Context: an optimization exercise on an open-source flow, tuned for small area, a short achievable clock period and few clock cycles. The choices shown serve that exercise and are no tape-out recipe. RTL that was checked went through simulation tests only; none was proved equivalent to the original.

## mandelbrot_engine
module mandelbrot_engine (
	input logic tb_clk,
	input logic rst_n,
	input logic start,
	input logic [75:0] region,
	input logic [8-1:0] max_iter,
	output logic busy,
	output logic pixel_valid,
	output logic frame_done,
	output logic [23:0] pixel
);
	localparam int NU = 1;
	logic [55:0] region_q;
	logic [7:0] mi_q;
	logic [7:0] mi_m1;
	logic mi_small;
	logic idle;
	logic frame_load;
	logic take;
	logic avail;
	logic avail_next;
	logic any_next;
	logic [7:0] map_x;
	logic [7:0] map_y;
	logic [12:0] map_cr;
	logic [12:0] map_ci;
	logic map_in_r;
	logic map_in_i;
	logic [NU-1:0] u_free;
	logic [NU-1:0] u_avail;
	logic [NU-1:0] u_take;
	logic [NU-1:0] u_req;
	logic [NU-1:0] u_ok;
	logic [NU-1:0] u_any;
	logic [23:0] u_data [NU];
	always_ff @(posedge tb_clk)
	begin
		if (idle)
		begin
			region_q <= {region[75:56], region[35:0]};
			mi_q <= max_iter;
		end
	end
	always_ff @(posedge tb_clk)
	begin
		mi_small <= (mi_q[7:1] == 7'd0);
		mi_m1 <= mi_q - 8'd1;
	end
	pixel_scheduler pixel_scheduler_i (
		.tb_clk(tb_clk),
		.rst_n(rst_n),
		.start(start),
		.avail_next(avail_next),
		.any_valid_next(any_next),
		.busy(busy),
		.idle(idle),
		.frame_load(frame_load),
		.frame_done(frame_done)
	);
	plane_mapper plane_mapper_i (
		.tb_clk(tb_clk),
		.rst_n(rst_n),
		.idle(idle),
		.frame_load(frame_load),
		.take(take),
		.origin_im(region[55:36]),
		.region_q(region_q),
		.x(map_x),
		.y(map_y),
		.cr(map_cr),
		.ci(map_ci),
		.in_r(map_in_r),
		.in_i(map_in_i),
		.avail(avail),
		.avail_next(avail_next)
	);
	always_comb
	begin
		for (int u = 0; u < NU; u++)
		begin
			u_avail[u] = avail;
			u_ok[u] = 1'b1;
			for (int v = 0; v < u; v++)
			begin
				if (u_free[v])
					u_avail[u] = 1'b0;
				if (u_req[v])
					u_ok[u] = 1'b0;
			end
		end
	end
	assign take = |u_take;
	assign any_next = |u_any;
	for (genvar u = 0; u < NU; u++)
	begin : unit
		pixel_calculator pixel_calculator_i (
			.tb_clk(tb_clk),
			.rst_n(rst_n),
			.mi_q(mi_q),
			.mi_small(mi_small),
			.mi_m1(mi_m1),
  ...
==> module plane_mapper, before the edit <==
module plane_mapper (
	input logic tb_clk,
	input logic rst_n,
	input logic idle,
	input logic frame_load,
	input logic take,
	input logic [19:0] origin_im,
	input logic [55:0] region_q,
	output logic [7:0] x,
	output logic [7:0] y,
	output logic [12:0] cr,
	output logic [12:0] ci,
	output logic in_r,
	output logic in_i,
	output logic avail,
	output logic avail_next
);
	logic signed [19:0] c_re;
	logic signed [19:0] c_im;
	logic signed [19:0] origin_re;
	logic signed [19:0] step;
	logic signed [19:0] next_re;
	logic signed [19:0] next_im;
	logic row_end;
	logic last;
	assign origin_re = region_q[55:36];
	assign step = region_q[35:16];
	assign row_end = (x == region_q[15:8]);
	assign last = row_end && (y == region_q[7:0]);
	assign avail_next = frame_load || (avail && !(take && last));
	assign next_re = c_re + step;
	assign next_im = c_im + step;
	assign cr = c_re[12:0];
	assign ci = c_im[12:0];
	function automatic logic in_box(input logic signed [19:0] v);
		in_box = (v <= 20'sd2048) && (v >= -20'sd2048);
	endfunction
	always_ff @(posedge tb_clk)
	begin
		if (!rst_n)
			avail <= 1'b0;
		else
			avail <= avail_next;
	end
	always_ff @(posedge tb_clk)
	begin
		if (idle)
		begin
			c_im <= origin_im;
		end
		else if (take && row_end)
		begin
			c_im <= next_im;
			in_i <= in_box(next_im);
		end
		else if (frame_load)
		begin
			in_i <= in_box(c_im);
		end
	end
	always_ff @(posedge tb_clk)
	begin
		if (frame_load)
		begin
			x <= '0;
			y <= '0;
			c_re <= origin_re;
			in_r <= in_box(origin_re);
		end
		else if (take)
		begin
			if (row_end)
			begin
				x <= '0;
				y <= y + 1'b1;
				c_re <= origin_re;
				in_r <= in_box(origin_re);
			end
			else
			begin
				x <= x + 1'b1;
				c_re <= next_re;
				in_r <= in_box(next_re);
			end
		end
	end
endmodule
==> module pixel_scheduler, before the edit <==
module pixel_scheduler (
	input logic tb_clk,
	input logic rst_n,
	input logic start,
	input logic avail_next,
	input logic any_valid_next,
	output logic busy,
	output logic idle,
	output logic frame_load,
	output logic frame_done
);
	logic busy_d;
	assign busy_d = idle ? start : (avail_next || any_valid_next);
	always_ff @(posedge tb_clk)
	begin
		if (!rst_n)
		begin
			busy <= 1'b0;
			idle <= 1'b1;
			frame_load <= 1'b0;
			frame_done <= 1'b0;
		end
		else
		begin
			busy <= busy_d;
			idle <= !busy_d;
			frame_load <= idle && start;
			frame_done <= !idle && !busy_d;
		end
	end
endmodule
==> module mandelbrot_engine, before the edit <==
module mandelbrot_engine (
	input logic tb_clk,
	input logic rst_n,
	input logic start,
	input logic [75:0] region,
	input logic [8-1:0] max_iter,
	output logic busy,
	output logic pixel_valid,
	output logic frame_done,
	output logic [23:0] pixel
);
	localparam int NU = 1;
	logic [55:0] region_q;
	logic [7:0] mi_q;
	logic [7:0] mi_m1;
	logic mi_small;
	logic idle;
	logic frame_load;
	logic take;
	logic avail;
	logic avail_next;
	logic any_next;
	logic [7:0] map_x;
	logic [7:0] map_y;
	logic [12:0] map_cr;
	logic [12:0] map_ci;
	logic map_in_r;
	logic map_in_i;
	logic [NU-1:0] u_free;
	logic [NU-1:0] u_avail;
	logic [NU-1:0] u_take;
	logic [NU-1:0] u_req;
	logic [NU-1:0] u_ok;
	logic [NU-1:0] u_any;
	logic [23:0] u_data [NU];
	always_ff @(posedge tb_clk)
	begin
		if (idle)
		begin
			region_q <= {region[75:56], region[35:0]};
			mi_q <= max_iter;
		end
	end
	always_ff @(posedge tb_clk)
	begin
		mi_small <= (mi_q[7:1] == 7'd0);
		mi_m1 <= mi_q - 8'd1;
	end
	pixel_scheduler pixel_scheduler_i (
		.tb_clk(tb_clk),
		.rst_n(rst_n),
		.start(start),
		.avail_next(avail_next),
		.any_valid_next(any_next),
		.busy(busy),
		.idle(idle),
		.frame_load(frame_load),
		.frame_done(frame_done)
	);
	plane_mapper plane_mapper_i (
		.tb_clk(tb_clk),
		.rst_n(rst_n),
		.idle(idle),
		.frame_load(frame_load),
		.take(take),
		.origin_im(region[55:36]),
		.region_q(region_q),
		.x(map_x),
		.y(map_y),
		.cr(map_cr),
		.ci(map_ci),
		.in_r(map_in_r),
		.in_i(map_in_i),
		.avail(avail),
		.avail_next(avail_next)
	);
	always_comb
	begin
		for (int u = 0; u < NU; u++)
		begin
			u_avail[u] = avail;
			u_ok[u] = 1'b1;
			for (int v = 0; v < u; v++)
			begin
				if (u_free[v])
					u_avail[u] = 1'b0;
				if (u_req[v])
					u_ok[u] = 1'b0;
			end
		end
	end
	assign take = |u_take;
	assign any_next = |u_any;
	for (genvar u = 0; u < NU; u++)
	begin : unit
		pixel_calculator pixel_calculator_i (
			.tb_clk(tb_clk),
			.rst_n(rst_n),
			.mi_q(mi_q),
			.mi_small(mi_small),
			.mi_m1(mi_m1),
			.avail(u_avail[u]),
			.free(u_free[u]),
			.new_x(map_x),
			.new_y(map_y),
			.new_cr(map_cr),
			.new_ci(map_ci),
			.new_in_r(map_in_r),
			.new_in_i(map_in_i),
			.take(u_take[u]),
			.ret_req(u_req[u]),
			.ret_ok(u_ok[u]),
			.ret_data(u_data[u]),
			.any_next(u_any[u])
		);
	end
	logic [23:0] out_data;
	always_comb
	begin
		out_data = u_data[NU-1];
		for (int u = NU - 2; u >= 0; u--)
		begin
			if (u_req[u])
				out_data = u_data[u];
		end
	end
	always_ff @(posedge tb_clk)
	begin
		if (!rst_n)
			pixel_valid <= 1'b0;
		else
			pixel_valid <= |u_req;
	end
	always_ff @(posedge tb_clk)
	begin
		pixel <= out_data;
	end
endmodule
make LEC_CHECK=0 CAP_MARGIN=20 CORE_MARGIN=2 CORE_UTILIZATION=40 PLACE_DENSITY=0.6 SLEW_MARGIN=20 finish   # period 15.0 ns
run.sh (not shown) runs the stock make flow with config.mk's settings and CLKGATE_MAP_FILE= SYNTH_SCRIPT=/design/flow/synth_recipe.tcl, a recipe that flattens the netlist after the stock synthesis.
Change:
--- a/flow/design.v
+++ b/flow/design.v
@@ -1825,7 +1825,7 @@
 module plane_mapper (
 	input logic tb_clk,
 	input logic rst_n,
-	input logic idle,
+	input logic busy,
 	input logic frame_load,
 	input logic take,
 	input logic [19:0] origin_im,
@@ -1868,7 +1868,7 @@
 	end
 	always_ff @(posedge tb_clk)
 	begin
-		if (idle)
+		if (!busy)
 		begin
 			c_im <= origin_im;
 		end
@@ -1916,27 +1916,30 @@
 	input logic avail_next,
 	input logic any_valid_next,
 	output logic busy,
-	output logic idle,
 	output logic frame_load,
 	output logic frame_done
 );
-	logic busy_d;
-	assign busy_d = idle ? start : (avail_next || any_valid_next);
 	always_ff @(posedge tb_clk)
 	begin
 		if (!rst_n)
 		begin
 			busy <= 1'b0;
-			idle <= 1'b1;
 			frame_load <= 1'b0;
 			frame_done <= 1'b0;
 		end
 		else
 		begin
-			busy <= busy_d;
-			idle <= !busy_d;
-			frame_load <= idle && start;
-			frame_done <= !idle && !busy_d;
+			frame_load <= start && !busy;
+			if (!busy)
+			begin
+				busy <= start;
+				frame_done <= 1'b0;
+			end
+			else
+			begin
+				busy <= avail_next || any_valid_next;
+				frame_done <= !(avail_next || any_valid_next);
+			end
 		end
 	end
 endmodule
@@ -1956,7 +1959,6 @@
 	logic [7:0] mi_q;
 	logic [7:0] mi_m1;
 	logic mi_small;
-	logic idle;
 	logic frame_load;
 	logic take;
 	logic avail;
@@ -1977,7 +1979,7 @@
 	logic [23:0] u_data [NU];
 	always_ff @(posedge tb_clk)
 	begin
-		if (idle)
+		if (!busy)
 		begin
 			region_q <= {region[75:56], region[35:0]};
 			mi_q <= max_iter;
@@ -1995,14 +1997,13 @@
 		.avail_next(avail_next),
 		.any_valid_next(any_next),
 		.busy(busy),
-		.idle(idle),
 		.frame_load(frame_load),
 		.frame_done(frame_done)
 	);
 	plane_mapper plane_mapper_i (
 		.tb_clk(tb_clk),
 		.rst_n(rst_n),
-		.idle(idle),
+		.busy(busy),
 		.frame_load(frame_load),
 		.take(take),
 		.origin_im(region[55:36]),
The new run produced a clean layout; cell area shrinks by about 0.37%; non-clock buffer count rose by 1; die area hardly moves; critical path depth is higher by 1; area after synthesis stays flat; clock skew is lower by 27 ps; flip-flop and latch count falls by 1; wire length shrinks by 0.89%; final cell count barely changes; utilization came out lower by 0.17 points; worst setup slack gets worse by 330 ps; count of clock-buffer cells in the layout rose by 10.
Function was not checked in any run of this note: the RTL went through the layout flow alone.

* * *

Another version of the RTL of mandelbrot_engine (not shown whole).
Size: about 7600 cells after synthesis, ~990 flip-flops, ~110 I/O pins, ~0.069 sq mm of cells after synthesis.
==> module mandelbrot_engine, before the edit <==
module mandelbrot_engine (
	input logic tb_clk,
	input logic rst_n,
	input logic start,
	input logic [75:0] region,
	input logic [8-1:0] max_iter,
	output logic busy,
	output logic pixel_valid,
	output logic frame_done,
	output logic [23:0] pixel
);
	localparam int NU = 3;
	logic [55:0] region_q;
	logic [7:0] mi_q;
	logic [7:0] mi_m1;
	logic mi_small;
	logic idle;
	logic frame_load;
	logic take;
	logic avail;
	logic avail_next;
	logic any_next;
	logic [7:0] map_x;
	logic [7:0] map_y;
	logic [12:0] map_cr;
	logic [12:0] map_ci;
	logic map_in_r;
	logic map_in_i;
	logic [NU-1:0] u_free;
	logic [NU-1:0] u_avail;
	logic [NU-1:0] u_take;
	logic [NU-1:0] u_req;
	logic [NU-1:0] u_ok;
	logic [NU-1:0] u_any;
	logic [23:0] u_data [NU];
	always_ff @(posedge tb_clk)
	begin
		if (idle)
		begin
			region_q <= {region[75:56], region[35:0]};
			mi_q <= max_iter;
		end
	end
	always_ff @(posedge tb_clk)
	begin
		mi_small <= (mi_q[7:1] == 7'd0);
		mi_m1 <= mi_q - 8'd1;
	end
	pixel_scheduler pixel_scheduler_i (
		.tb_clk(tb_clk),
		.rst_n(rst_n),
		.start(start),
		.avail_next(avail_next),
		.any_valid_next(any_next),
		.busy(busy),
		.idle(idle),
		.frame_load(frame_load),
		.frame_done(frame_done)
	);
	plane_mapper plane_mapper_i (
		.tb_clk(tb_clk),
		.rst_n(rst_n),
		.idle(idle),
		.frame_load(frame_load),
		.take(take),
		.origin_im(region[55:36]),
		.region_q(region_q),
		.x(map_x),
		.y(map_y),
		.cr(map_cr),
		.ci(map_ci),
		.in_r(map_in_r),
		.in_i(map_in_i),
		.avail(avail),
		.avail_next(avail_next)
	);
	always_comb
	begin
		for (int u = 0; u < NU; u++)
		begin
			u_avail[u] = avail;
			u_ok[u] = 1'b1;
			for (int v = 0; v < u; v++)
			begin
				if (u_free[v])
					u_avail[u] = 1'b0;
				if (u_req[v])
					u_ok[u] = 1'b0;
			end
		end
	end
	assign take = |u_take;
	assign any_next = |u_any;
	for (genvar u = 0; u < NU; u++)
	begin : unit
		pixel_calculator pixel_calculator_i (
			.tb_clk(tb_clk),
			.rst_n(rst_n),
			.mi_q(mi_q),
			.mi_small(mi_small),
			.mi_m1(mi_m1),
			.avail(u_avail[u]),
			.free(u_free[u]),
			.new_x(map_x),
			.new_y(map_y),
			.new_cr(map_cr),
			.new_ci(map_ci),
			.new_in_r(map_in_r),
			.new_in_i(map_in_i),
			.take(u_take[u]),
			.ret_req(u_req[u]),
			.ret_ok(u_ok[u]),
			.ret_data(u_data[u]),
			.any_next(u_any[u])
		);
	end
	logic [23:0] out_data;
	always_comb
	begin
		out_data = u_data[NU-1];
		for (int u = NU - 2; u >= 0; u--)
		begin
			if (u_req[u])
				out_data = u_data[u];
		end
	end
	always_ff @(posedge tb_clk)
	begin
		if (!rst_n)
			pixel_valid <= 1'b0;
		else
			pixel_valid <= |u_req;
	end
	always_ff @(posedge tb_clk)
	begin
		pixel <= out_data;
	end
endmodule
export LEC_CHECK = 0
export ABC_AREA = 1
export CAP_MARGIN = 20
export CORE_MARGIN = 2
export CORE_UTILIZATION = 55
export CTS_CLUSTER_DIAMETER = 100
export CTS_CLUSTER_SIZE = 24
export PLACE_DENSITY = 0.7
export SLEW_MARGIN = 70
create_clock -name core_clock -period 15.0 [get_ports {tb_clk}]
standard.sh (not shown) runs the stock make flow with config.mk's settings and CLKGATE_MAP_FILE= SYNTH_SCRIPT=/design/flow/synth_recipe.tcl, a recipe that flattens the netlist after the stock synthesis.
==> flow/flow/run.sh <==
#!/bin/bash
# The standard layout (standard.sh), with two changes: the port buffers
# on buf_2 instead of the default delay buffer, and Yosys's synth run with
# -noabc, so its quick ABC pass does not rewrite the adder trees before ORFS
# extracts full adders (the final ABC mapping still runs). The constraints
# and the clock period are the standard flow's.
set -euo pipefail
export BUFFER_PORTS_ARGS="-buffer_cell sky130_fd_sc_hd__buf_2"
export SYNTH_ARGS="-noabc"
bash standard.sh > standard.log 2>&1
Testbench counts at the start, summed over its fixed seeds: cycles 117,479.
Then changed:
--- a/flow/design.v
+++ b/flow/design.v
@@ -1890,9 +1890,9 @@
 	output logic pixel_valid,
 	output logic frame_done,
 	output logic [23:0] pixel
 );
-	localparam int NU = 3;
+	localparam int NU = 2;
 	logic [55:0] region_q;
 	logic [7:0] mi_q;
 	logic [7:0] mi_m1;
 	logic mi_small;
What happened: First-iteration DRC count falls by 35%. Utilization climbs by 0.17 points. Sequential share of layout area climbs by 1.1 points. Wire length shrinks by 33%. Setup slack improves by 0.21 ns. Design area shrinks by 29%. Non-clock buffer count fell by 10.
Only the layout flow was run in the second run of this note; the RTL was not checked for function there.

==> afterwards: timing with drivers on the ports <==
The results above use ideal ports. As a check the final layouts listed here were re-extracted and re-timed, cells and wires unchanged. Step 1 sets driving cells, clkbuf_16 on the clock port and buf_2 on the other inputs (assumed; they add their load-dependent delay and slew). Step 2 moves the port delays by t, midway between the first and last clock arrival at a register: inputs arrive t later, outputs are due t later. That takes back most of the time a late clock gives input paths. Slacks: ideal ports / drivers / drivers and shift; pairs: ideal ports / drivers.
| run | t (ns) | setup WS [ns] | cell pins on the clock port's net |
|---|---|---|---|
| the first run of note 1 | 0.661 | 10.503 / 10.442 / 10.760 | 1 |
| the second run of note 1 | 0.646 | 10.173 / 10.117 / 10.568 | 1 |
| the first run of note 2 | 0.764 | 10.600 / 10.517 / 11.136 | 1 |
| the second run of note 2 | 0.673 | 10.806 / 10.738 / 11.095 | 1 |
After both steps every run listed still meets setup and hold.
